Background: an optimization exercise with open tools, aiming at small area, a short achievable clock period and few clock cycles per item. Do not read the settings as production practice.
RTL that was checked went through simulation tests only; none was proved equivalent to the original.
No functional check of the RTL was part of runs 2 and 3.
Power and IR drop assume default switching activity.

## constraint.sdc

```tcl
create_clock -name core_clock -period 5.0 [get_ports {i_clk}]
set_input_delay 1.0000 -clock core_clock [delete_from_list [all_inputs] [get_ports {i_clk}]]
set_output_delay 1.0000 -clock core_clock [all_outputs]
set_load 0.01 [all_outputs]
```

## run.sh

```bash
#!/bin/bash
# synth_recipe.tcl (not shown) runs the flow's synth.tcl, then flattens the netlist and writes it again
# the make line also repeats each setting of config.mk as NAME=value (left out here)
make -C /OpenROAD-flow-scripts/flow DESIGN_CONFIG=/design/flow/config.mk WORK_HOME=/design/flow/orfs CLKGATE_MAP_FILE= SYNTH_SCRIPT=/design/flow/synth_recipe.tcl finish
```

## config.mk

```make
export PLATFORM = sky130hd
export DESIGN_NAME = priority_ready_queue_dispatcher
export DESIGN_NICKNAME = priority_ready_queue_dispatcher
export VERILOG_FILES = /design/flow/design.v
export SDC_FILE = /design/flow/constraint.sdc
export NUM_CORES = 4
export LEC_CHECK = 0
export CAP_MARGIN = 20
export CORE_MARGIN = 2
export CORE_UTILIZATION = 40
export SLEW_MARGIN = 20
```

## design.v

```verilog
`timescale 1ns / 1ps
`default_nettype none
package prq_pkg;
    localparam int DEFAULT_QUEUE_DEPTH = 32;
    localparam int JOB_ID_W   = 16;
    localparam int PRIO_W     = 8;
    localparam int BURST_W    = 16;
    localparam int LEFT_W     = BURST_W + 1;
    localparam int COUNT_W    = 6;
    localparam int S_TDATA_W  = 40;
    localparam int M_TDATA_W  = 24;
    localparam logic REQ_ARRIVE = 1'b0;
    localparam logic REQ_TICK   = 1'b1;
    typedef enum logic [1:0] {
        EV_NONE   = 2'd0,
        EV_DISP   = 2'd1,
        EV_TERM   = 2'd2,
        EV_REJECT = 2'd3
    } t_event;
    typedef enum logic [2:0] {
        ST_IDLE,
        ST_ARR,
        ST_SCAN,
        ST_INS,
        ST_DISP,
        ST_REPLY
    } t_state;
    typedef struct packed {
        logic [BURST_W-1:0]  burst;
        logic [PRIO_W-1:0]   prio;
        logic [JOB_ID_W-1:0] id;
    } t_entry;
    typedef struct packed {
        t_event              code;
        logic [JOB_ID_W-1:0] job;
        logic [COUNT_W-1:0]  count;
        logic                busy;
    } t_result;
endpackage
`default_nettype wire
`timescale 1ns / 1ps
`default_nettype none
module priority_ready_queue_dispatcher
#(
    parameter int QUEUE_DEPTH = prq_pkg::DEFAULT_QUEUE_DEPTH
) (
    input  wire logic                 i_clk,
    input  wire logic                 i_rst_n,
    input  wire logic                 s_axis_tvalid,
    output logic                      s_axis_tready,
    input  wire logic [prq_pkg::S_TDATA_W-1:0] s_axis_tdata,
    input  wire logic                 s_axis_tuser,
    output logic                      m_axis_tvalid,
    input  wire logic                 m_axis_tready,
    output logic [prq_pkg::M_TDATA_W-1:0]      m_axis_tdata,
    output logic [1:0]                m_axis_tuser
);
    localparam int D = QUEUE_DEPTH;
    localparam int RES_W = 2 + 1 + prq_pkg::COUNT_W + prq_pkg::JOB_ID_W;
    logic        r_tready;
    logic        r_in_v;
    logic        r_in_tick;
    logic [15:0] r_in_id;
    logic [7:0]  r_in_pri;
    logic [15:0] r_in_bst;
    logic [D-1:0] q_v;
    logic [7:0]   q_pri [D];
    logic [15:0]  q_id  [D];
    logic [15:0]  q_bst [D];
    logic [5:0]   r_cnt;
    logic        r_busy;
    logic [15:0] r_job;
    logic [15:0] r_left;
    logic             r_v0, r_v1;
    logic [RES_W-1:0] r_f0, r_f1;
    logic             proc, pop_out;
    logic             do_ins, do_pop, full;
    logic [D-1:0]     cmp;
    logic [1:0]       res_code;
    logic [15:0]      res_job;
    logic             n_busy;
    logic [15:0]      n_job, n_left;
    logic [5:0]       n_cnt;
    assign pop_out = r_v0 && m_axis_tready;
    assign proc    = r_in_v && !r_v1;
    assign full    = q_v[D-1];
    assign do_ins  = proc && !r_in_tick && !full;
    assign do_pop  = proc && r_in_tick && !r_busy && q_v[0];
    always_comb begin
        for (int i = 0; i < D; i++) begin
            cmp[i] = q_v[i] && (q_pri[i] >= r_in_pri);
        end
    end
    always_comb begin
        n_busy   = r_busy;
        n_job    = r_job;
        n_left   = r_left;
        n_cnt    = r_cnt;
        res_code = 2'd0;
        res_job  = 16'd0;
        if (!r_in_tick) begin
            res_job = r_in_id;
            if (full) begin
                res_code = 2'd3;
            end else begin
                n_cnt = r_cnt + 6'd1;
            end
        end else if (r_busy) begin
            res_job = r_job;
            if (r_left <= 16'd1) begin
                n_busy   = 1'b0;
                res_code = 2'd2;
            end else begin
                n_left = r_left - 16'd1;
            end
        end else if (q_v[0]) begin
            n_busy   = 1'b1;
            n_job    = q_id[0];
            n_left   = q_bst[0];
            n_cnt    = r_cnt - 6'd1;
            res_code = 2'd1;
            res_job  = q_id[0];
        end
    end
    always_ff @(posedge i_clk) begin
        if (!i_rst_n) begin
            q_v <= '0;
        end else if (do_ins) begin
            q_v <= {q_v[D-2:0], 1'b1};
        end else if (do_pop) begin
            q_v <= {1'b0, q_v[D-1:1]};
        end
    end
    always_ff @(posedge i_clk) begin
        for (int i = 0; i < D; i++) begin
            if (do_ins && !cmp[i]) begin
                if (i == 0 || cmp[i-1]) begin
                    q_pri[i] <= r_in_pri;
                    q_id[i]  <= r_in_id;
                    q_bst[i] <= r_in_bst;
                end else begin
                    q_pri[i] <= q_pri[i-1];
                    q_id[i]  <= q_id[i-1];
                    q_bst[i] <= q_bst[i-1];
                end
            end else if (do_pop && i < D - 1) begin
                q_pri[i] <= q_pri[i+1];
                q_id[i]  <= q_id[i+1];
                q_bst[i] <= q_bst[i+1];
            end
        end
    end
    always_ff @(posedge i_clk) begin
        if (!i_rst_n) begin
            r_cnt  <= '0;
            r_busy <= 1'b0;
        end else if (proc) begin
            r_cnt  <= n_cnt;
            r_busy <= n_busy;
        end
    end
    always_ff @(posedge i_clk) begin
        if (proc) begin
            r_job  <= n_job;
            r_left <= n_left;
        end
    end
    logic s_fire, n_in_v, n_v0, n_v1;
    assign s_fire = s_axis_tvalid && r_tready;
    assign n_in_v = s_fire || (r_in_v && !proc);
    always_comb begin
        n_v0 = r_v0;
        n_v1 = r_v1;
        if (pop_out) begin
            n_v0 = r_v1;
            n_v1 = 1'b0;
        end
        if (proc) begin
            if (n_v0) n_v1 = 1'b1;
            else      n_v0 = 1'b1;
        end
    end
    always_ff @(posedge i_clk) begin
        if (!i_rst_n) begin
            r_tready <= 1'b1;
            r_in_v   <= 1'b0;
            r_v0     <= 1'b0;
            r_v1     <= 1'b0;
        end else begin
            r_tready <= !(n_in_v && n_v0 && n_v1);
            r_in_v   <= n_in_v;
            r_v0     <= n_v0;
            r_v1     <= n_v1;
        end
    end
    always_ff @(posedge i_clk) begin
        if (r_tready) begin
            r_in_tick <= s_axis_tuser;
            r_in_id   <= s_axis_tdata[15:0];
            r_in_pri  <= s_axis_tdata[23:16];
            r_in_bst  <= s_axis_tdata[39:24];
        end
    end
    logic [RES_W-1:0] res;
    assign res = {res_code, n_busy, n_cnt, res_job};
    always_ff @(posedge i_clk) begin
        if (!r_v0 || pop_out) begin
            r_f0 <= r_v1 ? r_f1 : res;
        end
        if (proc && r_v0 && !pop_out) begin
            r_f1 <= res;
        end
    end
    assign s_axis_tready = r_tready;
    assign m_axis_tvalid = r_v0;
    assign m_axis_tuser  = r_f0[RES_W-1 -: 2];
    assign m_axis_tdata  = {1'b0, r_f0[RES_W-3:0]};
endmodule
`default_nettype wire
```

==> impl_metrics.toml, run 1 <==
[yosys]
synthFlopType = "sky130_fd_sc_hd__edfxtp_1"
synth.distinct_cells = 53
synth_sequential_area_ratio_pct = 54.2
asr_flop_ratio_synth_pct = 0
average_size_of_a_mapped_cell_um2 = 11.5
synth.cell_area_um2 = 79300
synth_top_cell_by_area = "sky130_fd_sc_hd__edfxtp_1"
post_synth_main_area_contributors = "sky130_fd_sc_hd__edfxtp_1 (53%), sky130_fd_sc_hd__a21oi_1 (15%), sky130_fd_sc_hd__mux2i_1 (15%), sky130_fd_sc_hd__ha_1 (4.0%), sky130_fd_sc_hd__buf_2 (2.6%)"
synth-edff-count = 1403
yosys_warnings = 5
syn_nets = 7183
synth_cells = 6886
yosys_top_cell_area_share_pct = 53.2
total_of_flip_flops_plus_latches_after_synthesis = 1446

[die]
full_die_area_um2 = 202000
chipHeight_um = 449
core_area_um2 = 197000
placement_rows = 163
die_width_um = 449
io_pins = 73
floorplan.initialDensity_pct = 40.2

[finish]
multiInputGateArea_um2 = 33000
area_delta_synth_final_pct = 10.1
sequential_cell_area_um2 = 43000
num-fill-cells = 18300
final_nets = 6887
antenna_cells_inserted = 0
design_area_um2 = 87300
fraction_of_final_layout_cells_sized_beyond_drive_strength_1_pct = 9.73

[grt]
maximum_number_of_pins_on_one_net_before_global_route_repair = 181
grt_util_all_layers_pct = 22.6
overflow = 0
first_global_vias = 56300
grt_antenna_before_repair = 2
grt_first_pass_wirelength_um = 357000

[clock_network]
cts_max_level = 4
cts_tree = "done"
cts_repair_resize_count = 0
clkTransAtPathRegs_ns = 0.06
cts.sink_count = 1446
buffer_count_from_post_cts_setup_fixing = 0
clock_tree.buffer_depth = 3
hold_buffers = 0
worst_skew_pair.late_latency_ns = 0.81
cts_made_buffers = 156
clockRootBuffer = "sky130_fd_sc_hd__clkbuf_16"

[placed_design]
post-dp-hpwl_um = 161000
dpl_cell_area_um2 = 82200
finalWeightedCongestion = 0.901
i_o_buffers = 71

[critical_path]
critPathRequiredTime_ns = 5.53
crit_chain = "buf_4 > inv_2 > buf_4 > ha_1 > a41oi_1 > o21ai_0 > a22oi_2 > buf_4 > buf_4 > mux2i_1 > a21oi_1"
critPathKind = "reg -> reg"
setup_crit_end_kind = "register"
critical_path.most_common_cell = "sky130_fd_sc_hd__buf_4"
startpoint = "r_in_pri[5]"
timing.reg2reg.setup_slack_ns = 1.07
worst_setup_path_start_kind = "register"
worstReg2RegStart = "r_in_pri[5]"
critical_path.n_buffers_inverters = 5
timing.critical_path.max_delay_family = "buffers and inverters"
worstPathMaxFanout = 42
timing.critical_path.arrival_ns = 4.45
cpMaxStageDelayCell = "sky130_fd_sc_hd__buf_4"
max_stage_delay_ns = 0.57

[sta]
final_period_utilization_pct = 78.5
shortest_period_the_worst_path_allows_ns = 3.93
clock_skew_ns = 0.0273
setup_violations = 0
worstMarginPinSlew_ns = 1.23
fin_hold_ws_ns = 0.474
tns_ns = 0
achievable-frequency_ghz = 0.255
unrepaired_setup_endpoints_after_global_routing = "false"
relSlewSlack_pct = 17.9
final_max_slew_viol_count = 0
timing_hold_violations_final = 0

[drt]
routed_wirelength_um = 236000
viasPerCell = 6.05
wire_per_inst_um = 25.2
drc_errors = 0
postRouteAntennaNets = 0
drt_first_iter_violations = 5407
detailedRoute.firstPassIterationCount = 6
routed-via-count = 56600

[power]
cellLeakagePower_nw = 36.8
fin_total_pwr_mw = 29.2
peakVddDrop_v = 0.000368
pwr_density_cell_nw_per_um2 = 335

[min_path]
path_category_of_the_worst_min_delay_check = "reg -> reg"
worst_hold_startpoint = "r_v0"

[flow_run]
drv.max_cap_violation_count = 0

[run_status]
status = "complete, no violations"
==> per-stage QoR <==
stage / util (%) / setup slack, ns / std cells
after floorplan: - / 0.302 / 6886
after global placement: 41.7 / 1.27 / 9069
after detailed placement: 41.7 / 1.15 / 9069
after CTS: 44.2 / 1.14 / 9356
after global routing: 44.3 / 0.965 / 9359
final: 44.3 / 1.07 / 9359
==> final cells by class <==
type                            instances  area share (%)
Sequential cell                      1446            49.3
Timing Repair Buffer                  279            3.11
Clock buffer                          204            4.79
Inverter                               78           0.344
Clock inverter                         83           0.945
Multi-Input combinational cell       4629            37.8
Tap cell                             2640            3.78
==> power breakdown <==
part	switching, mW	internal, mW	leakage [nW]	total (mW)
Combinational	2.06	1.10	21.1	3.16
Sequential	0.403	14.0	13.3	14.4
Clock	5.08	6.59	2.45	11.7
Total	7.55	21.7	36.8	29.2
==> metal layers <==
metal  up-vias  global-route usage [%]  wire [um]
met5         -                       0          0
met4         0                    8.27       8950
met3       468                    3.71      15100
met2      1952                    37.1     112000
met1     28500                    30.1      99900
li1      25700                       -          -
==> flip-flops by register name (all words and copies together) (netlist names), 6 cells and up <==
register / flops
r_left: 16
r_in_id: 16
r_f1: 25
q_id: 512
r_in_bst: 16
q_bst: 512
r_job: 16
r_f0: 25
r_in_pri: 8
r_cnt: 6
q_pri: 256
q_v: 32
==> synth_stat cells (4+ instances only) <==
library cell / count
sky130_fd_sc_hd__a21boi_0: 4
sky130_fd_sc_hd__a21oi_1: 2391
sky130_fd_sc_hd__a22oi_1: 47
sky130_fd_sc_hd__a41oi_1: 30
sky130_fd_sc_hd__and2_0: 5
sky130_fd_sc_hd__and2_1: 28
sky130_fd_sc_hd__buf_1: 17
sky130_fd_sc_hd__buf_2: 406
sky130_fd_sc_hd__buf_4: 8
sky130_fd_sc_hd__buf_6: 4
sky130_fd_sc_hd__clkbuf_1: 298
sky130_fd_sc_hd__dfxtp_1: 43
sky130_fd_sc_hd__edfxtp_1: 1403
sky130_fd_sc_hd__ha_1: 252
sky130_fd_sc_hd__inv_1: 77
sky130_fd_sc_hd__mux2_1: 40
sky130_fd_sc_hd__mux2_2: 146
sky130_fd_sc_hd__mux2i_1: 1162
sky130_fd_sc_hd__nand2_1: 72
sky130_fd_sc_hd__nand2b_1: 34
sky130_fd_sc_hd__nand3_1: 62
sky130_fd_sc_hd__nor2_1: 102
sky130_fd_sc_hd__nor3_1: 4
sky130_fd_sc_hd__nor3b_1: 30
sky130_fd_sc_hd__o211a_1: 32
sky130_fd_sc_hd__o211ai_1: 31
sky130_fd_sc_hd__o21ai_0: 97
sky130_fd_sc_hd__or3_1: 7
sky130_fd_sc_hd__xnor2_1: 12
sky130_fd_sc_hd__xor2_1: 9
==> cell families after synthesis <==
logic type | count (synthesis) | synth area share, %
DFF | 1446 | 54.2
adders and majority gates | 253 | 3.99
AOI/OAI and AO/OA | 2643 | 17.4
and+or+nand+nor | 363 | 2.29
buffers and inverters | 811 | 4.56
muxes | 1348 | 17.3
other | 1 | 0.00473
xor gates and xnor gates | 21 | 0.232
==> worst paths after layout <==
kind	end	cells past startpoint
max	q_bst[7][12]	11
min	r_tready	1
max reg2reg	q_bst[7][12]	11
min reg2reg	r_tready	1
==> worst register-to-register path, cell delays in order, from the launching register on <==
cell	delay [ns]
sky130_fd_sc_hd__edfxtp_1	0.36
sky130_fd_sc_hd__buf_4	0.18
sky130_fd_sc_hd__inv_2	0.48
sky130_fd_sc_hd__buf_4	0.32
sky130_fd_sc_hd__ha_1	0.27
sky130_fd_sc_hd__a41oi_1	0.19
sky130_fd_sc_hd__o21ai_0	0.15
sky130_fd_sc_hd__a22oi_2	0.18
sky130_fd_sc_hd__buf_4	0.48
sky130_fd_sc_hd__buf_4	0.59
sky130_fd_sc_hd__mux2i_1	0.35
sky130_fd_sc_hd__a21oi_1	0.11
==> cells in the final DEF, fill, tap and decap left out, types with 31 or more instances in the layout <==
master / count
sky130_fd_sc_hd__o211ai_1: 31
sky130_fd_sc_hd__edfxtp_1: 1403
sky130_fd_sc_hd__clkbuf_1: 42
sky130_fd_sc_hd__and2_1: 32
sky130_fd_sc_hd__a21oi_1: 2391
sky130_fd_sc_hd__mux2_2: 146
sky130_fd_sc_hd__clkbuf_16: 159
sky130_fd_sc_hd__nand3_1: 62
sky130_fd_sc_hd__nand2_1: 71
sky130_fd_sc_hd__dfxtp_1: 42
sky130_fd_sc_hd__nor2_1: 99
sky130_fd_sc_hd__mux2i_1: 1162
sky130_fd_sc_hd__clkdlybuf4s50_1: 70
sky130_fd_sc_hd__buf_12: 34
sky130_fd_sc_hd__mux2_1: 40
sky130_fd_sc_hd__buf_4: 173
sky130_fd_sc_hd__o211a_1: 32
sky130_fd_sc_hd__o21ai_0: 96
sky130_fd_sc_hd__ha_1: 252
sky130_fd_sc_hd__inv_1: 70
Testbench counts, summed over its fixed seeds: cycles 20,016, items 20,000.
==> run 2, diff against run 1 <==
--- a/design.v
+++ b/design.v
@@ -74,2 +74,3 @@
     logic             r_v0, r_v1;
+    logic             r_nv0;      
     logic [RES_W-1:0] r_f0, r_f1;
@@ -83,3 +84,3 @@
     logic [5:0]       n_cnt;
-    assign pop_out = r_v0 && m_axis_tready;
+    assign pop_out = !r_nv0 && m_axis_tready;
     assign proc    = r_in_v && !r_v1;
@@ -88,6 +89,21 @@
     assign do_pop  = proc && r_in_tick && !r_busy && q_v[0];
-    always_comb begin
-        for (int i = 0; i < D; i++) begin
-            cmp[i] = q_v[i] && (q_pri[i] >= r_in_pri);
-        end
+    function automatic logic f_ge(input logic [7:0] a, input logic [7:0] b);
+        logic g;
+        g = 1'b1;
+        for (int k = 0; k < 8; k++) begin
+            g = (a[k] & ~b[k]) | (a[k] & g) | (~b[k] & g);
+        end
+        f_ge = g;
+    endfunction
+    logic [D-1:0] r_cmp;
+    logic [D:0]   c_port;
+    logic         c_in;
+    logic [D-1:0] n_cmp;
+    assign cmp = r_cmp;
+    always_comb begin
+        for (int i = 0; i < D; i++) begin
+            c_port[i] = q_v[i] && f_ge(q_pri[i], s_axis_tdata[23:16]);
+        end
+        c_port[D] = 1'b0;
+        c_in = f_ge(r_in_pri, s_axis_tdata[23:16]);
     end
@@ -133,19 +149,38 @@
     end
-    always_ff @(posedge i_clk) begin
-        for (int i = 0; i < D; i++) begin
-            if (do_ins && !cmp[i]) begin
-                if (i == 0 || cmp[i-1]) begin
-                    q_pri[i] <= r_in_pri;
-                    q_id[i]  <= r_in_id;
-                    q_bst[i] <= r_in_bst;
-                end else begin
-                    q_pri[i] <= q_pri[i-1];
-                    q_id[i]  <= q_id[i-1];
-                    q_bst[i] <= q_bst[i-1];
-                end
-            end else if (do_pop && i < D - 1) begin
-                q_pri[i] <= q_pri[i+1];
-                q_id[i]  <= q_id[i+1];
-                q_bst[i] <= q_bst[i+1];
-            end
+    logic [D-1:0] s_keep, s_new, s_prev, s_next;
+    always_comb begin
+        for (int i = 0; i < D; i++) begin
+            s_new[i]  = do_ins && !cmp[i] && (i == 0 || cmp[i-1]);
+            s_prev[i] = do_ins && i != 0 && !cmp[i-1];
+            s_next[i] = do_pop;
+            s_keep[i] = !do_ins && !do_pop || do_ins && cmp[i];
+        end
+    end
+    always_comb begin
+        for (int i = 0; i < D; i++) begin
+            n_cmp[i] = s_keep[i] && c_port[i]
+                     || s_new[i] && c_in
+                     || s_prev[i] && c_port[(i + D) % (D + 1)]
+                     || s_next[i] && c_port[i + 1];
+        end
+    end
+    always_ff @(posedge i_clk) begin
+        if (ld_in) begin
+            r_cmp <= n_cmp;
+        end
+    end
+    always_ff @(posedge i_clk) begin
+        for (int i = 0; i < D; i++) begin
+            q_pri[i] <= {8{s_keep[i]}} & q_pri[i]
+                      | {8{s_new[i]}}  & r_in_pri
+                      | {8{s_prev[i]}} & q_pri[(i + D - 1) % D]
+                      | {8{s_next[i]}} & q_pri[(i + 1) % D];
+            q_id[i]  <= {16{s_keep[i]}} & q_id[i]
+                      | {16{s_new[i]}}  & r_in_id
+                      | {16{s_prev[i]}} & q_id[(i + D - 1) % D]
+                      | {16{s_next[i]}} & q_id[(i + 1) % D];
+            q_bst[i] <= {16{s_keep[i]}} & q_bst[i]
+                      | {16{s_new[i]}}  & r_in_bst
+                      | {16{s_prev[i]}} & q_bst[(i + D - 1) % D]
+                      | {16{s_next[i]}} & q_bst[(i + 1) % D];
         end
@@ -167,7 +202,8 @@
     end
-    logic s_fire, n_in_v, n_v0, n_v1;
-    assign s_fire = s_axis_tvalid && r_tready;
+    logic ld_in, s_fire, n_in_v, n_v0, n_v1;
+    assign ld_in  = !(r_in_v && r_v1);
+    assign s_fire = s_axis_tvalid && ld_in;
     assign n_in_v = s_fire || (r_in_v && !proc);
     always_comb begin
-        n_v0 = r_v0;
+        n_v0 = !r_nv0;
         n_v1 = r_v1;
@@ -187,2 +223,3 @@
             r_v0     <= 1'b0;
+            r_nv0    <= 1'b1;
             r_v1     <= 1'b0;
@@ -192,2 +229,3 @@
             r_v0     <= n_v0;
+            r_nv0    <= !n_v0;
             r_v1     <= n_v1;
@@ -196,3 +234,3 @@
     always_ff @(posedge i_clk) begin
-        if (r_tready) begin
+        if (ld_in) begin
             r_in_tick <= s_axis_tuser;
@@ -206,6 +244,6 @@
     always_ff @(posedge i_clk) begin
-        if (!r_v0 || pop_out) begin
+        if (r_nv0 || pop_out) begin
             r_f0 <= r_v1 ? r_f1 : res;
         end
-        if (proc && r_v0 && !pop_out) begin
+        if (proc && !r_nv0 && !pop_out) begin
             r_f1 <= res;
--- a/config.mk
+++ b/config.mk
@@ -10,2 +10,3 @@
 export CORE_UTILIZATION = 40
+export SETUP_SLACK_MARGIN = 2.2
 export SLEW_MARGIN = 20
==> impl_metrics.toml, run 2 <==
[critical_path]
cpMaxStageDelayCell = "sky130_fd_sc_hd__a222oi_1"
timing.critical_path.max_delay_family = "compound AO/OA/AOI/OAI gates"
worst_setup_path_start_kind = "register"
critical_path.n_buffers_inverters = 2
timing.critical_path.arrival_ns = 3.56
max_stage_delay_ns = 1.10
critical_path.most_common_cell = "sky130_fd_sc_hd__nor2_4"
critPathRequiredTime_ns = 5.66
crit_chain = "buf_12 > nor2_4 > nand2_8 > nor2_4 > and2_1 > buf_6 > a222oi_1 > nand2_1"
setup_crit_end_kind = "register"
critPathKind = "reg -> reg"
worstPathMaxFanout = 43

[grt]
grt_util_all_layers_pct = 31.1
overflow = 0
first_global_vias = 57100
grt_first_pass_wirelength_um = 387000
grt_antenna_before_repair = 3
maximum_number_of_pins_on_one_net_before_global_route_repair = 180

[placed_design]
placement.setup.worst_slack_ns = 0.930
i_o_buffers = 71
finalWeightedCongestion = 0.931
post-dp-hpwl_um = 165000

[power]
pwr_density_cell_nw_per_um2 = 458
power_frac_clock_pct = 37.3
cellInternalPower_mw = 23.2
power_frac_comb_pct = 12.5
pwr-share-seq_pct = 50.3
cellLeakagePower_nw = 29.8
power.switching_mw = 10.1
fin_total_pwr_mw = 33.3
peakVddDrop_v = 0.000392
p_sw_share_pct = 30.4

[finish]
mostFrequentLayoutCells = "sky130_fd_sc_hd__nand2_1 (2,169), sky130_fd_sc_hd__dfxtp_1 (1,320), sky130_fd_sc_hd__a22oi_1 (1,038), sky130_fd_sc_hd__a222oi_1 (775), sky130_fd_sc_hd__buf_4 (178)"
biggestRegsByFlops = "q_bst x512, q_id x512, q_pri x256"
area_delta_synth_final_pct = 13.8
fraction_of_final_layout_cells_sized_beyond_drive_strength_1_pct = 9.35
num-fill-cells = 15000
final_nets = 6907
layout_commonest_cell = "sky130_fd_sc_hd__nand2_1"

[yosys]
total_of_flip_flops_plus_latches_after_synthesis = 1479
yosys_top_cell_area_share_pct = 41.6
synth_cells = 7145
syn_nets = 7194
asr_flop_ratio_synth_pct = 0
synthFlopType = "sky130_fd_sc_hd__dfxtp_1"
synth_sequential_area_ratio_pct = 48.9
synth.distinct_cells = 77
synthMostInstantiatedCell = "sky130_fd_sc_hd__nand2_1"
yosys_warnings = 6
synth-edff-count = 155
synth_top_cell_by_area = "sky130_fd_sc_hd__dfxtp_1"
netlist_top_cells_count = "sky130_fd_sc_hd__nand2_1 (2,172), sky130_fd_sc_hd__dfxtp_1 (1,324), sky130_fd_sc_hd__a22oi_1 (1,038)"
post_synth_main_area_contributors = "sky130_fd_sc_hd__dfxtp_1 (42%), sky130_fd_sc_hd__nand2_1 (13%), sky130_fd_sc_hd__a22oi_1 (12%), sky130_fd_sc_hd__a222oi_1 (12%), sky130_fd_sc_hd__edfxtp_1 (7.3%)"
average_size_of_a_mapped_cell_um2 = 8.93
synth.cell_area_um2 = 63800

[drt]
routed-via-count = 61800
detailedRoute.firstPassIterationCount = 13
drt_first_iter_violations = 13800
wire_per_inst_um = 29.3
postRouteAntennaNets = 0
viasPerCell = 6.82
drc_errors = 0
routed_wirelength_um = 265000

[clock_network]
clkTransAtPathRegs_ns = 0.06
worst_skew_pair.late_latency_ns = 0.82
cts_tree = "done"
clockRootBuffer = "sky130_fd_sc_hd__clkbuf_16"
cts_max_level = 4
hold_buffers = 0
clock_tree.buffer_depth = 3
cts_made_buffers = 163
cts.sink_count = 1479

[sta]
relSlewSlack_pct = 17.8
final_period_utilization_pct = 58.0
tns_ns = 0
timing_hold_violations_final = 0
post-route-worst-setup-slack_ns = 2.10
worstMarginPinSlew_ns = 1.23
setup_violations = 0
final_max_slew_viol_count = 0
achievable-frequency_ghz = 0.345
shortest_period_the_worst_path_allows_ns = 2.90
clock_skew_ns = 0.0329
unrepaired_setup_endpoints_after_global_routing = "true"

[die]
core_area_um2 = 158000
die_width_um = 403
floorplan.initialDensity_pct = 40.3
io_pins = 73
full_die_area_um2 = 163000
placement_rows = 146
chipHeight_um = 403

[run_status]
status = "complete, no violations"

[min_path]
path_category_of_the_worst_min_delay_check = "reg -> reg"

[flow_run]
drv.max_cap_violation_count = 0
run 2: cells by family (layout without fill, tap and decap cells):
group           count (synthesis)  after routing  synth area share [%]
compound gates               2310           2310                  29.7
xor+xnor                       18             18                 0.247
buf+inv                       853            681                  5.37
flops                        1479           1479                  48.9
mux                            26             26                 0.459
other cells                     1              2               0.00588
fa+ha+maj                      31             31                 0.502
simple gates                 2427           2441                  14.9
run 2: worst paths after layout:
kind                     from  slack, ns       endpoint  depth (start not counted)
hold reg to reg   q_id[31][1]       0.44    q_id[31][1]                          2
hold / removal    q_id[31][1]       0.44    q_id[31][1]                          2
setup / recovery    r_in_tick       2.10  q_bst[24][12]                          8
setup reg to reg    r_in_tick       2.10  q_bst[24][12]                          8
run 2: layout make-up:
cell class / count / area, um2 / area share, %
flip-flops and latches: 1479 / 31200 / 42.9
multi-input cells: 4827 / 29800 / 41.1
clock buffers: 247 / 4960 / 6.84
repair buffers: 320 / 3220 / 4.44
well taps: 2072 / 2590 / 3.57
clock inverters: 47 / 551 / 0.758
inverters: 65 / 282 / 0.388
repair inverters: 2 / 17.5 / 0.0241
diodes: 1 / 2.50 / 0.00345
run 2: per-stage QoR:
| step | instances | cell area [um2] | utilization, % | hold WS, ns |
|---|---|---|---|---|
| 4_1_cts | 9041 | 72200 | 45.6 | 0.445 |
| 6_report | 9060 | 72600 | 45.8 | 0.444 |
| 5_1_grt | 9060 | 72600 | 45.8 | 0.454 |
| 2_1_floorplan | 7145 | 63800 | - | 0.422 |
| 3_5_place_dp | 8706 | 66100 | 41.7 | 0.435 |
| 3_3_place_gp | 8697 | 65900 | 41.6 | 0.430 |
run 2: per-layer routing:
metal / GRT usage (%) / share of wire [%] / up-vias
li1: - / - / 26700
met1: 42.1 / 40 / 30300
met2: 47.5 / 44 / 4164
met3: 6.33 / 12 / 640
met4: 14.2 / 4.6 / 4
met5: 0 / 0.0090 / -
run 2: timing repair:
item / 4_1_cts / 5_1_grt
gates resized for setup: 73 / 52
setup endpoints to repair: 1359 / 541
pin swaps: 22 / 13
buffers inserted: 28 / 11
cloned: 13 / 7
endpoints found under the hold margin: 0 / 0
run 2: worst register-to-register path, cell delays in order (launching register included):
cell and delay [ns]:
sky130_fd_sc_hd__edfxtp_1 0.37, sky130_fd_sc_hd__buf_12 0.23, sky130_fd_sc_hd__nor2_4 0.10, sky130_fd_sc_hd__nand2_8 0.24
sky130_fd_sc_hd__nor2_4 0.11, sky130_fd_sc_hd__and2_1 0.23, sky130_fd_sc_hd__buf_6 0.23, sky130_fd_sc_hd__a222oi_1 1.15
sky130_fd_sc_hd__nand2_1 0.11
run 2: power by group through the flow:
stage          Clock [mW]  Combinational (mW)  Sequential (mW)
2_1_floorplan           0                3.01             15.6
3_3_place_gp            0                3.84             16.8
3_5_place_dp            0                3.98             16.8
4_1_cts              12.5                4.07             16.5
5_1_grt              13.0                4.59             16.8
6_report             12.4                4.16             16.7
==> run 3, diff against run 2 <==
--- a/config.mk
+++ b/config.mk
@@ -10,3 +10,3 @@
 export CORE_UTILIZATION = 40
-export SETUP_SLACK_MARGIN = 2.2
+export SETUP_SLACK_MARGIN = 2.6
 export SLEW_MARGIN = 20
==> impl_metrics.toml, run 3 <==
[finish]
biggestRegsByFlops = "q_bst x512, q_id x512, q_pri x256"
final_nets = 7156
mostFrequentLayoutCells = "sky130_fd_sc_hd__nand2_1 (2,165), sky130_fd_sc_hd__dfxtp_1 (1,320), sky130_fd_sc_hd__a22oi_1 (1,017), sky130_fd_sc_hd__a222oi_1 (775), sky130_fd_sc_hd__buf_4 (251)"
area_delta_synth_final_pct = 20.1
stdcell_count = 9307
final_core_util_pct = 48.3
num-fill-cells = 14700
fraction_of_final_layout_cells_sized_beyond_drive_strength_1_pct = 13.5
design_area_um2 = 76600
layout_commonest_cell = "sky130_fd_sc_hd__nand2_1"
antenna_cells_inserted = 0

[clock_network]
worst_skew_pair.late_latency_ns = 0.81
clkTransAtPathRegs_ns = 0.06
cts_max_level = 4
cts_made_buffers = 160
cts_tree = "done"
clock_tree.buffer_depth = 3
cts.sink_count = 1479
clockRootBuffer = "sky130_fd_sc_hd__clkbuf_16"

[grt]
grt_first_pass_wirelength_um = 397000
overflow = 0
top_usage_layer = "met2"
first_global_vias = 59900
grtUsageMet1_pct = 41.8
grt_util_all_layers_pct = 32.0
grt_antenna_before_repair = 4
met2_usage_pct = 49.4
globalRouteMet3Util_pct = 7.03
maximum_number_of_pins_on_one_net_before_global_route_repair = 173

[die]
die_width_um = 403
chipHeight_um = 403
placement_rows = 146
floorplan.initialDensity_pct = 40.3
core_area_um2 = 158000
io_pins = 73
full_die_area_um2 = 163000

[min_path]
worst_hold_startpoint = "q_bst[31][8]"
hold_depth = 2
path_category_of_the_worst_min_delay_check = "reg -> reg"
worstHoldEndpoint = "q_bst[31][8]"

[critical_path]
critPathKind = "reg -> reg"
cpMaxStageDelayCell = "sky130_fd_sc_hd__nor2_4"
setup_crit_end_kind = "register"
max_stage_delay_ns = 0.56
crit_chain = "nor2_4 > buf_12 > nand2_8 > buf_6 > buf_16 > buf_6 > nor2_4 > buf_12 > nor2_4 > clkbuf_16 > a222oi_1 > nand2_1"
timing.reg2reg.setup_slack_ns = 2.46
critical_path.most_common_cell = "sky130_fd_sc_hd__nor2_4"
worstReg2RegStart = "r_in_tick"
worst_setup_path_start_kind = "register"
timing.critical_path.arrival_ns = 3.27
ff2ff_path_depth = 12
critPathRequiredTime_ns = 5.74
worstPathMaxFanout = 8
reg2reg_to = "q_bst[7][1]"

[drt]
routed-via-count = 64300
drc_errors = 0
viasPerCell = 6.91
detailedRoute.firstPassIterationCount = 13
drt_first_iter_violations = 13500
wire_per_inst_um = 30.3
routed_wirelength_um = 282000
postRouteAntennaNets = 0

[placed_design]
dpl_cell_area_um2 = 66200
finalWeightedCongestion = 0.898
placement.setup.worst_slack_ns = 1.11
post-dp-hpwl_um = 157000
i_o_buffers = 71
dp.cells = 8695

[sta]
tns_ns = 0
fin_hold_ws_ns = 0.443
relSlewSlack_pct = 24.2
setup_violations = 0
achievable-frequency_ghz = 0.394
worstMarginPinSlew_ns = 1.14
clock_skew_ns = 0.0316
unrepaired_setup_endpoints_after_global_routing = "true"
timing_hold_violations_final = 0
shortest_period_the_worst_path_allows_ns = 2.54
final_max_slew_viol_count = 0
post-route-worst-setup-slack_ns = 2.46
final_period_utilization_pct = 50.8

[yosys]
yosys_warnings = 6
synth_xor_xnor_area_share_pct = 0.247
synth-adder-area-share_pct = 0.502
synth_compound_area_share_pct = 29.7
synth_cells = 7145
dominant_combinational_cell_family_by_area_after_synthesis = "compound AO/OA/AOI/OAI gates"
post_synth_and_or_nand_nor_area_fraction_pct = 14.9
synth.distinct_cells = 77
yosys_top_cell_area_share_pct = 41.6
synth-edff-count = 155
average_size_of_a_mapped_cell_um2 = 8.93
netlist_top_cells_count = "sky130_fd_sc_hd__nand2_1 (2,172), sky130_fd_sc_hd__dfxtp_1 (1,324), sky130_fd_sc_hd__a22oi_1 (1,038)"
total_of_flip_flops_plus_latches_after_synthesis = 1479
synth_top_cell_by_area = "sky130_fd_sc_hd__dfxtp_1"
synthFlopType = "sky130_fd_sc_hd__dfxtp_1"
asr_flop_ratio_synth_pct = 0
post_synth_main_area_contributors = "sky130_fd_sc_hd__dfxtp_1 (42%), sky130_fd_sc_hd__nand2_1 (13%), sky130_fd_sc_hd__a22oi_1 (12%), sky130_fd_sc_hd__a222oi_1 (12%), sky130_fd_sc_hd__edfxtp_1 (7.3%)"
synth_sequential_area_ratio_pct = 48.9
syn_nets = 7194
synth.area.mux_share_pct = 0.459
synthMostInstantiatedCell = "sky130_fd_sc_hd__nand2_1"
synth.cell_area_um2 = 63800

[power]
cellLeakagePower_nw = 31.7
peakVddDrop_v = 0.000426
pwr_density_cell_nw_per_um2 = 432
fin_total_pwr_mw = 33.1

[flow_run]
drv.max_cap_violation_count = 0

[run_status]
status = "complete, no violations"
## run 3: cell counts after synthesis
Identical to the previous run, type by type.
## run 3: kinds of logic after synthesis
kind of cell | Yosys count
xor+xnor | 18
mux | 26
other cells | 1
compound gates | 2310
flops | 1479
buf+inv | 853
fa+ha+maj | 31
simple gates | 2427
## run 3: area by class of cell
cell class              instances  area [um2]  share of cell area [%]
inverters                      65         367                   0.479
flip-flops and latches       1479       31200                    40.7
multi-input cells            4840       30300                    39.5
clock buffers                 248        4740                    6.19
repair buffers                556        6910                    9.03
well taps                    2072        2590                    3.39
repair inverters                5        67.6                  0.0882
clock inverters                42         448                   0.585
## run 3: worst max path at each step
stage | startpoint | end | depth (start not counted)
floorplan | s_axis_tdata[19] | r_cmp[27] | 9
global placement | s_axis_tdata[22] | r_cmp[29] | 8
detailed placement | s_axis_tdata[22] | r_cmp[8] | 8
CTS | r_in_tick | q_id[1][8] | 13
global route | r_in_tick | q_pri[7][7] | 12
finish | r_in_tick | q_bst[7][1] | 12
## run 3: where the power goes
| group | internal, mW | total [mW] | leakage, nW | switching [mW] |
|---|---|---|---|---|
| Combinational | 2.15 | 4.56 | 16.8 | 2.41 |
| Sequential | 14.1 | 16.6 | 12.4 | 2.50 |
| Clock | 6.79 | 11.9 | 2.55 | 5.15 |
## run 3: metal layers
layer	part of all wire (%)	vias to the layer above
met5	0.0046	-
met4	5.7	2
met2	44	4575
met3	12	897
met1	38	31600
li1	-	27200
## run 3: critical path, delay by kind of cell, from the launching register on
family / cells / cell delay, ns
buf+inv: 6 / 0.99
simple gates: 5 / 0.92
flops: 1 / 0.44
compound gates: 1 / 0.09
## run 3: what timing repair did
action	CTS	global route
pin swaps	82	127
endpoints found under the hold margin	0	0
hold buffers	0	0
buffers inserted	153	86
endpoints found under the setup margin	1394	1012
cloned	51	32
gates resized for setup	366	144
==> run 4, diff against run 3 <==
--- a/design.v
+++ b/design.v
@@ -65,3 +65,3 @@
     logic [15:0] r_in_bst;
-    logic [D-1:0] q_v;
+    logic [D-1:0] q_v;             
     logic [7:0]   q_pri [D];
@@ -86,3 +86,3 @@
     assign proc    = r_in_v && !r_v1;
-    assign full    = q_v[D-1];
+    assign full    = r_cnt[5];
     assign do_ins  = proc && !r_in_tick && !full;
@@ -140,9 +140,5 @@
     end
-    always_ff @(posedge i_clk) begin
-        if (!i_rst_n) begin
-            q_v <= '0;
-        end else if (do_ins) begin
-            q_v <= {q_v[D-2:0], 1'b1};
-        end else if (do_pop) begin
-            q_v <= {1'b0, q_v[D-1:1]};
+    always_comb begin
+        for (int i = 0; i < D; i++) begin
+            q_v[i] = r_cnt > 6'(i);
         end
==> impl_metrics.toml, run 4 <==
[run_status]
status = "complete, no violations"

[yosys]
syn_nets = 7173
asr_flop_ratio_synth_pct = 0
netlist_top_cells_count = "sky130_fd_sc_hd__nand2_1 (2,654), sky130_fd_sc_hd__dfxtp_1 (1,292), sky130_fd_sc_hd__a222oi_1 (1,252)"
synth_top_cell_by_area = "sky130_fd_sc_hd__dfxtp_1"
synthMostInstantiatedCell = "sky130_fd_sc_hd__nand2_1"
post_synth_main_area_contributors = "sky130_fd_sc_hd__dfxtp_1 (41%), sky130_fd_sc_hd__a222oi_1 (20%), sky130_fd_sc_hd__nand2_1 (16%), sky130_fd_sc_hd__edfxtp_1 (7.4%), sky130_fd_sc_hd__clkbuf_1 (2.6%)"
synth_cells = 7121
synth.cell_area_um2 = 62700
yosys_top_cell_area_share_pct = 41.2
total_of_flip_flops_plus_latches_after_synthesis = 1447
yosys_warnings = 6
synth.distinct_cells = 80
synth-edff-count = 155
average_size_of_a_mapped_cell_um2 = 8.81
synthFlopType = "sky130_fd_sc_hd__dfxtp_1"
synth_sequential_area_ratio_pct = 48.7

[die]
io_pins = 73
core_area_um2 = 156000
full_die_area_um2 = 160000
chipHeight_um = 400
die_width_um = 400
floorplan.initialDensity_pct = 40.2
placement_rows = 145

[sta]
final_period_utilization_pct = 48.4
timing_hold_violations_final = 0
relSlewSlack_pct = 29.7
fin_hold_ws_ns = 0.445
unrepaired_setup_endpoints_after_global_routing = "true"
post-route-worst-setup-slack_ns = 2.58
tns_ns = 0
shortest_period_the_worst_path_allows_ns = 2.42
clock_skew_ns = 0.0286
setup_violations = 0
achievable-frequency_ghz = 0.413
final_max_slew_viol_count = 0
worstMarginPinSlew_ns = 1.04

[critical_path]
timing.critical_path.arrival_ns = 2.97
worstPathMaxFanout = 11
ff2ff_path_depth = 11
setup_crit_end_kind = "register"
worstReg2RegStart = "r_cnt[0]"
worst_setup_path_start_kind = "register"
critPathRequiredTime_ns = 5.55
reg2reg_to = "r_cmp[20]"
max_stage_delay_ns = 0.39
crit_chain = "inv_2 > ha_4 > a21oi_4 > nand3_4 > buf_12 > inv_16 > buf_16 > buf_4 > nor2_4 > buf_12 > a211o_1"
critPathKind = "reg -> reg"
timing.reg2reg.setup_slack_ns = 2.58
startpoint = "r_cnt[0]"
cpMaxStageDelayCell = "sky130_fd_sc_hd__dfxtp_4"
critical_path.most_common_cell = "sky130_fd_sc_hd__buf_12"

[clock_network]
clockRootBuffer = "sky130_fd_sc_hd__clkbuf_16"
cts_tree = "done"
hold_buffers = 0
cts_max_level = 4
clock_tree.buffer_depth = 3
cts_made_buffers = 151
cts.sink_count = 1447
clkTransAtPathRegs_ns = 0.06
worst_skew_pair.late_latency_ns = 0.81

[placed_design]
dpl_cell_area_um2 = 64700
finalWeightedCongestion = 0.919
post-dp-hpwl_um = 146000
i_o_buffers = 71
placement.setup.worst_slack_ns = 1.18

[finish]
biggestRegsByFlops = "q_bst x512, q_id x512, q_pri x256"
mostFrequentLayoutCells = "sky130_fd_sc_hd__nand2_1 (2,649), sky130_fd_sc_hd__dfxtp_1 (1,285), sky130_fd_sc_hd__a222oi_1 (1,252), sky130_fd_sc_hd__buf_4 (191), sky130_fd_sc_hd__clkbuf_16 (180)"
fraction_of_final_layout_cells_sized_beyond_drive_strength_1_pct = 12.1
final_nets = 7003
design_area_um2 = 73900
layout_commonest_cell = "sky130_fd_sc_hd__nand2_1"
area_delta_synth_final_pct = 17.8

[power]
fin_total_pwr_mw = 40.2
power.switching_mw = 14.3
power_frac_clock_pct = 28.8
p_sw_share_pct = 35.6
power_frac_comb_pct = 17.4
pwr_density_cell_nw_per_um2 = 544
cellInternalPower_mw = 25.9
peakVddDrop_v = 0.000392
cellLeakagePower_nw = 31.4
pwr-share-seq_pct = 53.8

[grt]
overflow = 0
maximum_number_of_pins_on_one_net_before_global_route_repair = 65
grt_util_all_layers_pct = 29.4
grt_first_pass_wirelength_um = 364000
grt_antenna_before_repair = 1
first_global_vias = 54600

[drt]
wire_per_inst_um = 27.3
viasPerCell = 6.69
wirelength_met1_um = 102000
postRouteAntennaNets = 0
top_signal_layer_used = "met5"
routed_wirelength_um = 249000
drt_first_iter_violations = 16600
drc_errors = 0
metal2_wl_um = 105000
detailedRoute.firstPassIterationCount = 14
routed-via-count = 61100
met3_layer_wire_length_in_the_routed_design_um = 33200

[flow_run]
drv.max_cap_violation_count = 0

[min_path]
hold_depth = 2
path_category_of_the_worst_min_delay_check = "reg -> reg"
worstHoldEndpoint = "q_bst[31][6]"
worst_hold_startpoint = "q_bst[31][6]"
## run 4: cell types whose count changed after synthesis, moves of 14 or more
cell / before / now
sky130_fd_sc_hd__a22oi_1: 1038 / 69
sky130_fd_sc_hd__nand2_1: 2172 / 2654
sky130_fd_sc_hd__a222oi_1: 775 / 1252
sky130_fd_sc_hd__clkbuf_1: 583 / 438
sky130_fd_sc_hd__buf_2: 152 / 288
sky130_fd_sc_hd__a21boi_0: 36 / 2
sky130_fd_sc_hd__dfxtp_1: 1324 / 1292
sky130_fd_sc_hd__buf_1: 45 / 61
sky130_fd_sc_hd__o221ai_1: 38 / 22
sky130_fd_sc_hd__nor2_4: 7 / 21
## run 4: worst max path at each step
stage	end	slack, ns
after floorplan	r_cmp[26]	2.41
after detailed placement	r_cmp[24]	1.18
after global placement	r_cmp[24]	1.18
after CTS	q_bst[1][2]	2.56
after global routing	r_cmp[4]	2.52
final	r_cmp[20]	2.58
## run 4: power by group through the flow
stage	clock network [mW]	registers (mW)	logic, mW
2_1_floorplan	0	18.8	5.12
3_3_place_gp	0	21.3	6.08
3_5_place_dp	0	21.4	6.35
4_1_cts	11.7	21.1	6.75
5_1_grt	12.1	21.8	7.90
6_report	11.6	21.6	6.99
## run 4: timing repair
action / CTS / global route
hold endpoints to repair: 0 / 0
buffers inserted: 86 / 42
pin swaps: 67 / 89
gates cloned: 53 / 21
gates resized for setup: 377 / 125
endpoints found under the setup margin: 1420 / 880
## run 4: metrics by stage
stage / std cells / utilization, %
5_1_grt: 9131 / 47.3
3_5_place_dp: 8654 / 41.5
6_report: 9132 / 47.4
3_3_place_gp: 8654 / 41.5
2_1_floorplan: 7121 / -
4_1_cts: 9068 / 46.6
## run 4: kinds of logic after synthesis
group,after synthesis,synth area share (%)
mux,28,0.497
other cells,1,0.00598
fa+ha+maj,39,0.654
xor+xnor,16,0.223
simple gates,2967,18.7
buf+inv,856,5.78
flops,1447,48.7
compound gates,1767,25.5
## run 4: critical path, delay by kind of cell (launching register included)
| family | cells | cell delay (ns) |
|---|---|---|
| buffers and inverters | 6 | 0.88 |
| AO/OA/AOI/OAI | 2 | 0.46 |
| flip-flops | 1 | 0.39 |
| adder cells (fa/ha/maj) | 1 | 0.23 |
| AND/OR/NAND/NOR | 2 | 0.18 |
## run 4: layout make-up
type	count	area, um2
Fill cell	14500	82100
Multi-Input combinational cell	4825	29300
Clock inverter	27	298
Timing Repair inverter	5	68.8
Tap cell	2058	2570
Antenna cell	1	2.50
Clock buffer	248	4750
Sequential cell	1447	30500
Inverter	58	273
Timing Repair Buffer	463	6050
## run 4: metal layers
metal / GRT usage (%) / up-vias
li1: - / 26900
met1: 42.6 / 29100
met2: 42.7 / 4513
met3: 5.94 / 541
met4: 11.1 / 2
met5: 0 / -
Testbench counts of run 4, summed over its fixed seeds: cycles 20,016, items 20,000.
==> run 5, diff against run 4 <==
--- a/design.v
+++ b/design.v
@@ -87,4 +87,5 @@
     assign full    = r_cnt[5];
-    assign do_ins  = proc && !r_in_tick && !full;
-    assign do_pop  = proc && r_in_tick && !r_busy && q_v[0];
+    logic r_do_ins, r_do_pop;
+    assign do_ins  = r_do_ins;
+    assign do_pop  = r_do_pop;
     function automatic logic f_ge(input logic [7:0] a, input logic [7:0] b);
@@ -214,2 +215,20 @@
     end
+    logic       x_tick, x_busy;
+    logic [5:0] x_cnt;
+    logic       x_proc;
+    always_comb begin
+        x_tick = ld_in ? s_axis_tuser : r_in_tick;
+        x_cnt  = proc ? n_cnt : r_cnt;
+        x_busy = proc ? n_busy : r_busy;
+        x_proc = n_in_v && !n_v1;
+    end
+    always_ff @(posedge i_clk) begin
+        if (!i_rst_n) begin
+            r_do_ins <= 1'b0;
+            r_do_pop <= 1'b0;
+        end else begin
+            r_do_ins <= x_proc && !x_tick && !x_cnt[5];
+            r_do_pop <= x_proc && x_tick && !x_busy && x_cnt != 6'd0;
+        end
+    end
     always_ff @(posedge i_clk) begin
@@ -240,5 +259,5 @@
     always_ff @(posedge i_clk) begin
-        if (r_nv0 || pop_out) begin
-            r_f0 <= r_v1 ? r_f1 : res;
-        end
+        r_f0 <= {RES_W{!r_nv0 && !m_axis_tready}} & r_f0
+              | {RES_W{(r_nv0 || m_axis_tready) && r_v1}} & r_f1
+              | {RES_W{(r_nv0 || m_axis_tready) && !r_v1}} & res;
         if (proc && !r_nv0 && !pop_out) begin
--- a/config.mk
+++ b/config.mk
@@ -10,3 +10,5 @@
 export CORE_UTILIZATION = 40
-export SETUP_SLACK_MARGIN = 2.6
+export CTS_CLUSTER_DIAMETER = 100
+export CTS_CLUSTER_SIZE = 22
+export SETUP_SLACK_MARGIN = 2.8
 export SLEW_MARGIN = 20
==> impl_metrics.toml, run 5 <==
[finish]
final_nets = 6996
biggestRegsByFlops = "q_bst x512, q_id x512, q_pri x256"
mostFrequentLayoutCells = "sky130_fd_sc_hd__nand2_1 (2,566), sky130_fd_sc_hd__a222oi_1 (1,283), sky130_fd_sc_hd__dfxtp_1 (1,281), sky130_fd_sc_hd__buf_4 (221), sky130_fd_sc_hd__a21oi_1 (142)"
fraction_of_final_layout_cells_sized_beyond_drive_strength_1_pct = 11.1
sequential_cell_area_um2 = 30400
design_area_um2 = 71100
num-fill-cells = 14800
layout_commonest_cell = "sky130_fd_sc_hd__nand2_1"
multiInputGateArea_um2 = 30200
area_delta_synth_final_pct = 13.2

[critical_path]
worstPathMaxFanout = 3
cpMaxStageDelayCell = "sky130_fd_sc_hd__or4_4"
max_stage_delay_ns = 0.45
worst_setup_path_start_kind = "register"
crit_chain = "or3_4 > or4_4 > nor2_4 > o2111ai_4 > buf_6 > mux2i_2 > mux2i_1 > a21oi_1"
critPathKind = "reg -> reg"
setup_crit_end_kind = "register"
timing.critical_path.max_delay_family = "simple AND/OR/NAND/NOR gates"
critical_path.n_buffers_inverters = 1
critPathRequiredTime_ns = 5.65
timing.critical_path.arrival_ns = 2.98

[yosys]
syn_nets = 7267
synthMostInstantiatedCell = "sky130_fd_sc_hd__nand2_1"
synthFlopType = "sky130_fd_sc_hd__dfxtp_1"
synth_top_cell_by_area = "sky130_fd_sc_hd__dfxtp_1"
total_of_flip_flops_plus_latches_after_synthesis = 1449
post_synth_main_area_contributors = "sky130_fd_sc_hd__dfxtp_1 (42%), sky130_fd_sc_hd__a222oi_1 (20%), sky130_fd_sc_hd__nand2_1 (15%), sky130_fd_sc_hd__edfxtp_1 (6.2%), sky130_fd_sc_hd__clkbuf_1 (4.0%)"
synth_xor_xnor_area_share_pct = 0.223
yosys_warnings = 6
post_synth_and_or_nand_nor_area_fraction_pct = 18.6
asr_flop_ratio_synth_pct = 0
synth-adder-area-share_pct = 0.697
synth_compound_area_share_pct = 25.8
average_size_of_a_mapped_cell_um2 = 8.71
synth.cell_area_um2 = 62800
synth_cells = 7215
synth_sequential_area_ratio_pct = 48.2
synth.distinct_cells = 88
synth.area.mux_share_pct = 0.631
netlist_top_cells_count = "sky130_fd_sc_hd__nand2_1 (2,569), sky130_fd_sc_hd__dfxtp_1 (1,320), sky130_fd_sc_hd__a222oi_1 (1,283)"
synth-edff-count = 129
dominant_combinational_cell_family_by_area_after_synthesis = "compound AO/OA/AOI/OAI gates"
yosys_top_cell_area_share_pct = 42.0

[clock_network]
cts_max_level = 3
worst_skew_pair.late_latency_ns = 0.74
clockRootBuffer = "sky130_fd_sc_hd__clkbuf_16"
cts_made_buffers = 76
clkTransAtPathRegs_ns = 0.09
cts.sink_count = 1449
cts_tree = "done"
clock_tree.buffer_depth = 3

[die]
core_area_um2 = 156000
die_width_um = 400
io_pins = 73
placement_rows = 145
full_die_area_um2 = 160000
chipHeight_um = 400
floorplan.initialDensity_pct = 40.2

[drt]
routed-via-count = 61700
routed_wirelength_um = 260000
drc_errors = 0
viasPerCell = 6.83
drt_first_iter_violations = 14600
detailedRoute.firstPassIterationCount = 14
postRouteAntennaNets = 0
wire_per_inst_um = 28.8

[sta]
achievable-frequency_ghz = 0.431
final_max_slew_viol_count = 0
unrepaired_setup_endpoints_after_global_routing = "true"
timing_hold_violations_final = 0
final_period_utilization_pct = 46.5
shortest_period_the_worst_path_allows_ns = 2.32
clock_skew_ns = 0.0280
tns_ns = 0
worstMarginPinSlew_ns = 1.16
fin_hold_ws_ns = 0.448
relSlewSlack_pct = 22.6
setup_violations = 0
post-route-worst-setup-slack_ns = 2.68

[placed_design]
i_o_buffers = 71
placement.setup.worst_slack_ns = 1.12
finalWeightedCongestion = 0.908
dpl_cell_area_um2 = 65100
post-dp-hpwl_um = 151000

[power]
peakVddDrop_v = 0.000292
pwr_density_cell_nw_per_um2 = 480
cellLeakagePower_nw = 30.0
fin_total_pwr_mw = 34.1

[grt]
first_global_vias = 56900
grt_util_all_layers_pct = 30.0
overflow = 0
maximum_number_of_pins_on_one_net_before_global_route_repair = 242
grt_first_pass_wirelength_um = 374000
grt_antenna_before_repair = 4

[run_status]
status = "complete, no violations"

[flow_run]
drv.max_cap_violation_count = 0

[min_path]
path_category_of_the_worst_min_delay_check = "reg -> reg"
==> run 5: cell count changes in the layout (fill, tap and decap cells not counted), moves of 28 or more <==
cell,previous run,this run
sky130_fd_sc_hd__clkbuf_16,180,89
sky130_fd_sc_hd__a222oi_1,1252,1283
sky130_fd_sc_hd__buf_4,191,221
sky130_fd_sc_hd__nor2_1,86,114
sky130_fd_sc_hd__mux2i_1,3,36
sky130_fd_sc_hd__clkbuf_8,38,4
sky130_fd_sc_hd__dfxtp_2,1,34
sky130_fd_sc_hd__a22oi_1,66,27
sky130_fd_sc_hd__inv_1,49,94
sky130_fd_sc_hd__clkbuf_1,50,20
sky130_fd_sc_hd__nand2_1,2649,2566
==> run 5: per-stage QoR <==
step	std cells	utilization [%]
final	9033	45.5
after global routing	9032	45.5
after CTS	8948	44.6
after detailed placement	8729	41.7
after global placement	8729	41.7
after floorplan	7215	-
==> run 5: per-layer routing <==
layer	up-vias	routed length, um	track usage [%]
met5	-	0	0
met4	0	13100	13.9
met3	686	27800	4.79
met2	3943	121000	49.8
met1	30200	98200	38.4
li1	26900	-	-
==> run 5: layout make-up <==
type                            count  share of cell area, %
Clock buffer                       99                   2.87
Timing Repair Buffer              444                   7.44
Tap cell                         2058                   3.62
Clock inverter                      9                  0.187
Sequential cell                  1449                   42.7
Multi-Input combinational cell   4864                   42.5
Inverter                          109                  0.714
Antenna cell                        1                0.00352
==> run 5: worst min-delay path, cell delays in order, from the launching register on <==
cell and delay [ns]:
sky130_fd_sc_hd__dfxtp_1 0.32, sky130_fd_sc_hd__nand2_1 0.05, sky130_fd_sc_hd__nand2_1 0.04
==> run 5: cells by family (layout without fill, tap and decap cells) <==
group / count (synthesis) / after routing
multiplexers: 39 / 39
other: 1 / 2
flip-flops: 1449 / 1449
XOR/XNOR: 16 / 16
AO/OA/AOI/OAI: 1789 / 1789
buffers and inverters: 912 / 661
adder cells (fa/ha/maj): 41 / 41
AND/OR/NAND/NOR: 2968 / 2978
==> run 5: path summary, 6_finish.rpt <==
| kind | from | endpoint | slack [ns] | cells after the start |
|---|---|---|---|---|
| setup / recovery | r_left[10] | r_f0[24] | 2.68 | 8 |
| hold / removal | q_bst[31][12] | q_bst[31][12] | 0.45 | 2 |
| setup reg to reg | r_left[10] | r_f0[24] | 2.68 | 8 |
| hold reg to reg | q_bst[31][12] | q_bst[31][12] | 0.45 | 2 |
==> run 5: report_power, final <==
part	internal (mW)	leakage [nW]	switching (mW)
clock network	2.92	1.05	4.04
registers	15.4	12.1	4.72
logic	3.24	16.9	3.79
total	21.6	30.0	12.5
==> run 5: timing repair <==
item / CTS / global route
pin swaps: 51 / 80
gates cloned: 27 / 13
buffers inserted: 84 / 71
hold buffers: 0 / 0
endpoints found under the setup margin: 1406 / 933
resized for setup: 441 / 127
Testbench counts of run 5, summed over its fixed seeds: cycles 20,016, items 20,000.
==> run 6, diff against run 5 <==
--- a/config.mk
+++ b/config.mk
@@ -12,3 +12,3 @@
 export CTS_CLUSTER_SIZE = 22
-export SETUP_SLACK_MARGIN = 2.8
+export SETUP_SLACK_MARGIN = 2.65
 export SLEW_MARGIN = 20
==> impl_metrics.toml, run 6 <==
[run_status]
status = "complete, no violations"

[finish]
mostFrequentLayoutCells = "sky130_fd_sc_hd__nand2_1 (2,567), sky130_fd_sc_hd__dfxtp_1 (1,310), sky130_fd_sc_hd__a222oi_1 (1,283), sky130_fd_sc_hd__buf_4 (156), sky130_fd_sc_hd__a21oi_1 (155)"
design_area_um2 = 68300
sequential_cell_area_um2 = 30300
fraction_of_final_layout_cells_sized_beyond_drive_strength_1_pct = 7.94
layout_commonest_cell = "sky130_fd_sc_hd__nand2_1"
multiInputGateArea_um2 = 29800
area_delta_synth_final_pct = 8.75
final_nets = 6853
biggestRegsByFlops = "q_bst x512, q_id x512, q_pri x256"
num-fill-cells = 15100

[critical_path]
ff2ff_path_depth = 8
worstPathMaxFanout = 3
critPathKind = "reg -> reg"
timing.reg2reg.setup_slack_ns = 2.61
worstReg2RegStart = "r_left[8]"
setup_crit_end_kind = "register"
critPathRequiredTime_ns = 5.65
startpoint = "r_left[8]"
worst_setup_path_start_kind = "register"
reg2reg_to = "r_do_pop"
timing.critical_path.arrival_ns = 3.04
setup.worst_path.end = "r_do_pop"

[clock_network]
cts.sink_count = 1449
clock_tree.buffer_depth = 3
clockRootBuffer = "sky130_fd_sc_hd__clkbuf_16"
clkTransAtPathRegs_ns = 0.10
cts_made_buffers = 76
cts_max_level = 3
cts_tree = "done"
worst_skew_pair.late_latency_ns = 0.74

[yosys]
synth.distinct_cells = 88
yosys_top_cell_area_share_pct = 42.0
synth_cells = 7215
asr_flop_ratio_synth_pct = 0
synthFlopType = "sky130_fd_sc_hd__dfxtp_1"
netlist_top_cells_count = "sky130_fd_sc_hd__nand2_1 (2,569), sky130_fd_sc_hd__dfxtp_1 (1,320), sky130_fd_sc_hd__a222oi_1 (1,283)"
average_size_of_a_mapped_cell_um2 = 8.71
synth_xor_xnor_area_share_pct = 0.223
synth_top_cell_by_area = "sky130_fd_sc_hd__dfxtp_1"
synth.cell_area_um2 = 62800
post_synth_and_or_nand_nor_area_fraction_pct = 18.6
synth.area.mux_share_pct = 0.631
yosys_warnings = 6
synth_sequential_area_ratio_pct = 48.2
total_of_flip_flops_plus_latches_after_synthesis = 1449
synth-edff-count = 129
synth-adder-area-share_pct = 0.697
post_synth_main_area_contributors = "sky130_fd_sc_hd__dfxtp_1 (42%), sky130_fd_sc_hd__a222oi_1 (20%), sky130_fd_sc_hd__nand2_1 (15%), sky130_fd_sc_hd__edfxtp_1 (6.2%), sky130_fd_sc_hd__clkbuf_1 (4.0%)"
synth_compound_area_share_pct = 25.8
dominant_combinational_cell_family_by_area_after_synthesis = "compound AO/OA/AOI/OAI gates"
synthMostInstantiatedCell = "sky130_fd_sc_hd__nand2_1"
syn_nets = 7267

[grt]
grt_antenna_before_repair = 2
grt_first_pass_wirelength_um = 360000
overflow = 0
first_global_vias = 56500
grt_util_all_layers_pct = 28.6
maximum_number_of_pins_on_one_net_before_global_route_repair = 244

[drt]
detailedRoute.firstPassIterationCount = 17
routed-via-count = 60400
routed_wirelength_um = 243000
drt_first_iter_violations = 13900
drc_errors = 0
viasPerCell = 6.80
postRouteAntennaNets = 0
wire_per_inst_um = 27.4

[die]
io_pins = 73
full_die_area_um2 = 160000
floorplan.initialDensity_pct = 40.2
die_width_um = 400
chipHeight_um = 400
placement_rows = 145
core_area_um2 = 156000

[sta]
final_period_utilization_pct = 47.8
unrepaired_setup_endpoints_after_global_routing = "true"
relSlewSlack_pct = 25.5
timing_hold_violations_final = 0
shortest_period_the_worst_path_allows_ns = 2.39
achievable-frequency_ghz = 0.418
final_max_slew_viol_count = 0
worstMarginPinSlew_ns = 1.12
post-route-worst-setup-slack_ns = 2.61
clock_skew_ns = 0.0348
tns_ns = 0
setup_violations = 0

[power]
pwr_density_cell_nw_per_um2 = 490
peakVddDrop_v = 0.000341
cellLeakagePower_nw = 28.8

[placed_design]
finalWeightedCongestion = 0.920
i_o_buffers = 71
post-dp-hpwl_um = 147000
placement.setup.worst_slack_ns = 1.07
dpl_cell_area_um2 = 65000

[flow_run]
drv.max_cap_violation_count = 0

[min_path]
path_category_of_the_worst_min_delay_check = "reg -> reg"
[run 6: cell counts after synthesis]
No cell type changed its count.
[run 6: critical path, stage by stage (launching register included)]
cell and delay (ns):
sky130_fd_sc_hd__edfxtp_1 0.41, sky130_fd_sc_hd__or3_4 0.41, sky130_fd_sc_hd__or4_4 0.45, sky130_fd_sc_hd__nor2_4 0.12, sky130_fd_sc_hd__o2111ai_4 0.24, sky130_fd_sc_hd__buf_6 0.23, sky130_fd_sc_hd__o22ai_4 0.18, sky130_fd_sc_hd__nand4_1 0.12
sky130_fd_sc_hd__a21oi_1 0.15
[run 6: report_power, final]
group | switching, mW | total, mW | internal, mW
Sequential | 4.59 | 20.0 | 15.4
Combinational | 3.59 | 6.58 | 2.99
Clock | 4.02 | 6.93 | 2.90
[run 6: metal layers]
layer / vias up / track usage, % / wire length, um
met1: 29500 / 36.2 / 92400
li1: 26500 / - / -
met5: - / 0 / 0
met4: 0 / 13.5 / 11300
met2: 3703 / 48.1 / 116000
met3: 623 / 3.82 / 23500
[run 6: worst min path at each step]
stage	end	cells after the start	slack [ns]	start
floorplan	q_bst[31][0]	2	0.42	q_bst[31][0]
global placement	q_id[31][5]	2	0.43	q_id[31][5]
detailed placement	q_id[31][4]	2	0.44	q_id[31][4]
CTS	q_id[31][4]	2	0.45	q_id[31][4]
global route	q_id[31][0]	2	0.47	q_id[31][0]
finish	q_bst[31][13]	2	0.45	q_bst[31][13]
[run 6: metrics by stage]
step                      power, mW  utilization, %  hold slack, ns  instances
after floorplan                22.9               -           0.422       7215
after global placement         26.0            41.6           0.432       8722
after detailed placement       26.3            41.6           0.435       8725
after CTS                      33.2            43.5           0.450       8877
after global routing           35.0            43.8           0.467       8886
final                          33.5            43.8           0.448       8886
[run 6: cell type report]
class                      count  area share [%]
sequential                  1449            44.4
clock buffer                  98            2.98
tap                         2058            3.77
clock inverter                 6           0.121
timing repair buffer         305            4.45
timing repair inverter         1          0.0128
antenna                        1         0.00366
inverter                     109           0.690
multi-input combinational   4859            43.6
[run 6: what timing repair did]
item	in CTS	in global routing
setup endpoints to repair	1398	687
pin swaps	19	10
resized for setup	206	96
buffers inserted	42	6
gates cloned	6	2
hold buffers	0	0
[run 6: kinds of logic (layout without fill, tap and decap cells)]
logic type	Yosys count	count (layout)
buffers and inverters	912	519
other	1	2
and+or+nand+nor	2968	2973
xor gates and xnor gates	16	16
DFF	1449	1449
muxes	39	39
AOI/OAI and AO/OA	1789	1789
adders and majority gates	41	41

-- static timing again, ports no longer ideal --
The results above use ideal ports. As a check the final layouts listed here were re-extracted and re-timed, cells and wires unchanged. Step 1 assumes that a clkbuf_16 drives the clock port and a buf_2 every other input. Step 2, shift: input delay + t, output delay - t, t = (earliest + latest rising clock arrival at the registers) / 2. This alone moves slack from input paths to output paths. a / b / c = ideal ports / drivers / drivers and shift; a / b = the first two.
run	t, ns	slack for setup (ns)	worst hold slack (ns)
run 1	0.884	1.075 / 1.075 / 1.075	0.474 / 0.474 / 0.474
run 2	0.889	2.098 / 2.098 / 1.519	0.444 / 0.444 / 0.444
run 3	0.878	2.462 / 2.462 / 1.804	0.443 / 0.443 / 0.443
run 4	0.874	2.579 / 2.568 / 1.829	0.445 / 0.445 / 0.445
run 5	0.812	2.677 / 2.677 / 1.929	0.448 / 0.448 / 0.448
run 6	0.807	2.609 / 2.609 / 1.919	0.448 / 0.448 / 0.448
After both steps every run listed still meets setup and hold. The setup slack of run 4, which loses most, moves by -0.011 ns with the drivers and by -0.750 ns with both steps.
